Source: an optimization exercise on an open RTL-to-GDS flow (aim: small area). Production flows keep margins and buffers that such runs may drop. Function was checked by simulation only, so behaviour that the tests miss may differ from the original. No activity file was given, so power comes from the tool's default toggle rates.

==> flow/design.v <==
package afu_pkg;
  localparam logic [1:0] FS_DEC  = 2'b00;
  localparam logic [1:0] FS_INC  = 2'b01;
  localparam logic [1:0] FS_LOAD = 2'b10;
  localparam logic [1:0] FS_CLR  = 2'b11;
  localparam logic [1:0] SEL_AR     = 2'b00;
  localparam logic [1:0] SEL_SP     = 2'b01;
  localparam logic [1:0] SEL_PCPAST = 2'b10;
  localparam logic [1:0] SEL_PC     = 2'b11;
  localparam int RS_PCPAST = 0;
  localparam int RS_SP     = 1;
  localparam int RS_AR     = 2;
  localparam int RS_PC     = 3;
endpackage
module nbit_reg
#(
  parameter int W = 8
) (
  input  logic         clock,
  input  logic         reset_n,
  input  logic         enable,
  input  logic [1:0]   funsel,
  input  logic [W-1:0] din,
  output logic [W-1:0] q
);
  logic         k_keep, k_cnt, k_load;
  logic [W-1:0] d;
  assign k_cnt  = reset_n && enable && !funsel[1];
  assign k_keep = reset_n && (!enable || !funsel[1]);
  assign k_load = reset_n && enable && (funsel == afu_pkg::FS_LOAD);
  afu_count_next #(.W(W)) u_next (
    .q(q), .up(funsel[0]), .k_cnt(k_cnt), .k_keep({W{k_keep}}),
    .k_load({W{k_load}}), .din(din), .d(d)
  );
  always_ff @(posedge clock) begin
    q <= d;
  end
endmodule
module afu_count_next
#(
  parameter int W = 8
) (
  input  logic [W-1:0] q,
  input  logic         up,
  input  logic         k_cnt,
  input  logic [W-1:0] k_keep,
  input  logic [W-1:0] k_load,
  input  logic [W-1:0] din,
  output logic [W-1:0] d
);
  logic [W-1:0] c;    
  logic [W-1:0] p;    
  logic [W-1:0] y;    
  assign c[0] = k_cnt;
  for (genvar i = 0; i < W; i++) begin : g_bit
    if (i % 2 == 0) begin : g_even
      if (i < W - 1) begin : g_p
        afu_xnor2 u_p (.a(q[i]), .b(up), .y(p[i]));
        afu_nand2 u_c (.a(c[i]), .b(p[i]), .y(c[i+1]));
      end else begin : g_nop
        assign p[i] = 1'b0;
      end
      afu_xor2 u_y (.a(q[i]), .b(c[i]), .y(y[i]));
    end else begin : g_odd
      if (i < W - 1) begin : g_p
        afu_xor2 u_p (.a(q[i]), .b(up), .y(p[i]));
        afu_nor2 u_c (.a(c[i]), .b(p[i]), .y(c[i+1]));
      end else begin : g_nop
        assign p[i] = 1'b0;
      end
      afu_xnor2 u_y (.a(q[i]), .b(c[i]), .y(y[i]));
    end
    afu_ao22 u_d (.a0(k_keep[i]), .b0(y[i]), .a1(k_load[i]), .b1(din[i]), .y(d[i]));
  end
endmodule
module afu_nand2 (
  input  logic a, b,
  output logic y
);
  assign y = !(a && b);
endmodule
module afu_nor2 (
  input  logic a, b,
  output logic y
);
  assign y = !(a || b);
endmodule
module afu_xor2 (
  input  logic a, b,
  output logic y
);
  assign y = a ^ b;
endmodule
module afu_xnor2 (
  input  logic a, b,
  output logic y
);
  assign y = !(a ^ b);
endmodule
module afu_ao22 (
  input  logic a0, b0, a1, b1,
  output logic y
);
  assign y = (a0 && b0) || (a1 && b1);
endmodule
module afu_aoi222 (
  input  logic a0, b0, a1, b1, a2, b2,
  output logic y
);
  assign y = !((a0 && b0) || (a1 && b1) || (a2 && b2));
endmodule
module addr_fetch_unit
#(
  parameter int ADDR_W = 8,
  parameter int DATA_W = 8
) (
  input  logic                Clock,
  input  logic                Reset_n,
  input  logic [DATA_W-1:0]   ARF_In,
  input  logic [1:0]          ARF_OutASel,
  input  logic [1:0]          ARF_OutBSel,
  input  logic [1:0]          ARF_FunSel,
  input  logic [3:0]          ARF_RSel,
  input  logic [DATA_W-1:0]   Mem_Data,
  input  logic                Mem_WR,
  input  logic                Mem_CS,
  input  logic [1:0]          IR_Funsel,
  input  logic                IR_Enable,
  input  logic                IR_LH,
  output logic [DATA_W-1:0]   ARF_OutA,
  output logic [DATA_W-1:0]   ARF_OutB,
  output logic [DATA_W-1:0]   Mem_Out,
  output logic [2*DATA_W-1:0] IR_Out
);
  localparam int IR_W  = 2 * DATA_W;
  localparam int DEPTH = 2 ** ADDR_W;
  logic [DATA_W-1:0] pc, ar, sp, pc_past;
  logic [ADDR_W-1:0] mem_addr;
  logic [DATA_W-1:0] mem [DEPTH];
  logic [IR_W-1:0]   ir;
  nbit_reg #(.W(DATA_W)) u_pc (
    .clock(Clock), .reset_n(Reset_n), .enable(ARF_RSel[afu_pkg::RS_PC]),
    .funsel(ARF_FunSel), .din(ARF_In), .q(pc)
  );
  nbit_reg #(.W(DATA_W)) u_ar (
    .clock(Clock), .reset_n(Reset_n), .enable(ARF_RSel[afu_pkg::RS_AR]),
    .funsel(ARF_FunSel), .din(ARF_In), .q(ar)
  );
  nbit_reg #(.W(DATA_W)) u_sp (
    .clock(Clock), .reset_n(Reset_n), .enable(ARF_RSel[afu_pkg::RS_SP]),
    .funsel(ARF_FunSel), .din(ARF_In), .q(sp)
  );
  nbit_reg #(.W(DATA_W)) u_pc_past (
    .clock(Clock), .reset_n(Reset_n), .enable(ARF_RSel[afu_pkg::RS_PCPAST]),
    .funsel(ARF_FunSel), .din(ARF_In), .q(pc_past)
  );
  always_comb begin
    ARF_OutA = ar;
    case (ARF_OutASel)
      afu_pkg::SEL_AR:     ARF_OutA = ar;
      afu_pkg::SEL_SP:     ARF_OutA = sp;
      afu_pkg::SEL_PCPAST: ARF_OutA = pc_past;
      afu_pkg::SEL_PC:     ARF_OutA = pc;
      default:    ARF_OutA = ar;
    endcase
  end
  always_comb begin
    ARF_OutB = ar;
    case (ARF_OutBSel)
      afu_pkg::SEL_AR:     ARF_OutB = ar;
      afu_pkg::SEL_SP:     ARF_OutB = sp;
      afu_pkg::SEL_PCPAST: ARF_OutB = pc_past;
      afu_pkg::SEL_PC:     ARF_OutB = pc;
      default:    ARF_OutB = ar;
    endcase
  end
  assign mem_addr = ARF_OutB[ADDR_W-1:0];
  logic [DEPTH-1:0]  row_en, row_sel;
  logic [DATA_W-1:0] rd_data;
  logic [DATA_W-1:0] wr_data;
  logic              wr_en;
  afu_row_dec #(.ADDR_W(ADDR_W)) u_dec_wr (.addr(mem_addr), .sel(row_en));
  afu_row_dec #(.ADDR_W(ADDR_W)) u_dec_rd (.addr(mem_addr), .sel(row_sel));
  for (genvar c = 0; c < DATA_W; c++) begin : g_rd
    logic [DEPTH-1:0] col;
    for (genvar r = 0; r < DEPTH; r++) begin : g_col
      assign col[r] = mem[r][c];
    end
    afu_rd_bit #(.N(DEPTH)) u_rd (.sel(row_sel), .d(col), .y(rd_data[c]));
  end
  assign wr_en   = Reset_n && !Mem_CS && Mem_WR;
  assign wr_data = wr_en ? Mem_Data : rd_data;
  always_ff @(posedge Clock) begin
    for (int r = 0; r < DEPTH; r++) begin
      if (row_en[r]) mem[r] <= wr_data;
    end
  end
  assign Mem_Out = (!Mem_CS && !Mem_WR) ? rd_data : '0;
  logic [IR_W-1:0] ir_d;
  logic            ir_cnt, ir_ld, keep_lo, keep_hi, load_lo, load_hi;
  assign ir_cnt  = Reset_n && IR_Enable && !IR_Funsel[1];
  assign ir_ld   = IR_Enable && (IR_Funsel == afu_pkg::FS_LOAD);
  assign keep_lo = Reset_n && (!IR_Enable || !IR_Funsel[1] || (ir_ld && IR_LH));
  assign keep_hi = Reset_n && (!IR_Enable || !IR_Funsel[1] || (ir_ld && !IR_LH));
  assign load_lo = Reset_n && ir_ld && !IR_LH && !Mem_CS;
  assign load_hi = Reset_n && ir_ld && IR_LH && !Mem_CS;
  afu_count_next #(.W(IR_W)) u_ir_next (
    .q(ir), .up(IR_Funsel[0]), .k_cnt(ir_cnt),
    .k_keep({{DATA_W{keep_hi}}, {DATA_W{keep_lo}}}),
    .k_load({{DATA_W{load_hi}}, {DATA_W{load_lo}}}),
    .din({rd_data, rd_data}), .d(ir_d)
  );
  always_ff @(posedge Clock) begin
    ir <= ir_d;
  end
  assign IR_Out = ir;
endmodule
module afu_row_dec
#(
  parameter int ADDR_W = 8
) (
  input  logic [ADDR_W-1:0]    addr,
  output logic [2**ADDR_W-1:0] sel
);
  localparam int LO_W = ADDR_W / 2;
  localparam int HI_W = ADDR_W - LO_W;
  logic [2**LO_W-1:0] lo_n;
  logic [2**HI_W-1:0] hi_n;
  afu_predec #(.W(LO_W)) u_lo (.a(addr[LO_W-1:0]),      .y_n(lo_n));
  afu_predec #(.W(HI_W)) u_hi (.a(addr[ADDR_W-1:LO_W]), .y_n(hi_n));
  for (genvar h = 0; h < 2**HI_W; h++) begin : g_h
    for (genvar l = 0; l < 2**LO_W; l++) begin : g_l
      afu_nor2 u_nor (.a(hi_n[h]), .b(lo_n[l]), .y(sel[h*2**LO_W+l]));
    end
  end
endmodule
module afu_predec
#(
  parameter int W = 4
) (
  input  logic [W-1:0]    a,
  output logic [2**W-1:0] y_n
);
  always_comb begin
    for (int i = 0; i < 2**W; i++) y_n[i] = (a != W'(i));
  end
endmodule
module afu_rd_bit
#(
  parameter int N = 256
) (
  input  logic [N-1:0] sel,
  input  logic [N-1:0] d,
  output logic         y
);
  localparam int G  = N / 3;           
  localparam int R  = N - 3 * G;       
  localparam int NG = G + (R > 0);
  logic [NG-1:0] g_n;
  for (genvar g = 0; g < G; g++) begin : g_aoi
    afu_aoi222 u_aoi (
      .a0(sel[3*g]), .b0(d[3*g]), .a1(sel[3*g+1]), .b1(d[3*g+1]),
      .a2(sel[3*g+2]), .b2(d[3*g+2]), .y(g_n[g])
    );
  end
  if (R == 1) begin : g_r1
    assign g_n[G] = !(sel[3*G] && d[3*G]);
  end else if (R == 2) begin : g_r2
    assign g_n[G] = !((sel[3*G] && d[3*G]) || (sel[3*G+1] && d[3*G+1]));
  end
  afu_or_n_tree #(.N(NG)) u_tree (.a_n(g_n), .y(y));
endmodule
module afu_or_n_tree
#(
  parameter int N = 86
) (
  input  logic [N-1:0] a_n,
  output logic         y
);
  assign y = !(&a_n);
endmodule
make LEC_CHECK=0 CAP_MARGIN=20 CORE_MARGIN=2 CORE_UTILIZATION=40 CTS_BUF_LIST=sky130_fd_sc_hd__clkbuf_16 CTS_CLUSTER_DIAMETER=80 CTS_CLUSTER_SIZE=25 SETUP_SLACK_MARGIN=0.5 SLEW_MARGIN=20 SYNTH_HIERARCHICAL=1 finish   # period 10.0 ns
run.sh (not shown) runs the stock make flow with config.mk's settings and CLKGATE_MAP_FILE= SYNTH_SCRIPT=/design/flow/synth_recipe.tcl, a recipe that flattens the netlist after the stock synthesis.
==> next run, changes <==
CAP_MARGIN = 10   (was 20)
CORE_UTILIZATION = 60   (was 40)
SLEW_MARGIN = 10   (was 20)
What happened: Wire length came out higher by 0.40%. Global-route usage came out higher by 11 points. Via count came out higher by 1.3%. Clock skew came out lower by 0.013 ns. Core utilization came out higher by 21 points. Area after synthesis does not change.
==> next run, changes <==
==> flow/flow/run.sh (new file) <==
#!/bin/bash
# Layout flow: the standard ORFS flow (standard.sh, unchanged synthesis,
# floorplan, power grid and tap cells) with two settings changed:
#  - the port buffers are the smallest buffer (buf_1) instead of ORFS's
#    default choice; the resizer may still upsize them for timing;
#  - clock tree synthesis runs without dummy loads (same clustering and
#    buffer list as config.mk gives).
# ORFS writes each step's full log under orfs/logs/; make's own output goes
# to standard.log in this folder.
set -euo pipefail
bash standard.sh \
  "BUFFER_PORTS_ARGS=-buffer_cell sky130_fd_sc_hd__buf_1" \
  "CTS_ARGS=-sink_clustering_enable -repair_clock_nets -dont_use_dummy_load -buf_list sky130_fd_sc_hd__clkbuf_16 -sink_clustering_size 25 -sink_clustering_max_diameter 80" \
  finish > standard.log 2>&1
==> flow/standard.sh (new file) <==
#!/bin/bash
# synth_recipe.tcl (not shown) runs the flow's synth.tcl, then flattens the netlist and writes it again
# the make line also repeats each setting of config.mk as NAME=value (left out here)
make -C /OpenROAD-flow-scripts/flow DESIGN_CONFIG=/design/flow/config.mk WORK_HOME=/design/flow/orfs CLKGATE_MAP_FILE= SYNTH_SCRIPT=/design/flow/synth_recipe.tcl "${@:-finish}"
removed: flow/run.sh
Outcome: Clock power went down by a few percent; final cell count came out lower slightly; hold slack hardly moves; die area is unchanged; global-route usage drops by 0.25 points; design area shrinks slightly.

-- re-timing with driven ports --
The results above use ideal ports. As a check the final layouts listed here were re-extracted and re-timed, cells and wires unchanged.
Step 1: set_driving_cell puts a clkbuf_16 on Clock and a buf_2 on each other input, an assumption about the parent block.
Step 2 also shifts input and output timing later by t, the mid clock arrival at the registers, as if the neighbouring blocks saw the same clock.
Slacks: ideal ports / drivers / drivers and shift; pairs: ideal ports / drivers.
| run | t, ns | setup slack, ns | clock arrival spread, ns | slew at the worst register clock pin (ns) | worst data-port slew with drivers (ns) |
|---|---|---|---|---|---|
| the first run | 0.855 | 0.626 / 0.602 / 0.602 | 0.051 / 0.051 | 0.10 / 0.10 | 0.05 |
| the second run | 0.815 | 0.566 / 0.537 / 0.537 | 0.038 / 0.038 | 0.10 / 0.10 | 0.05 |
| the third run | 0.770 | 0.499 / 0.460 / 0.460 | 0.048 / 0.049 | 0.10 / 0.10 | 0.05 |
After both steps every run listed still meets setup and hold. For the third run, which loses most, drivers alone change the setup slack by -0.039 ns; drivers and shift together by -0.039 ns.
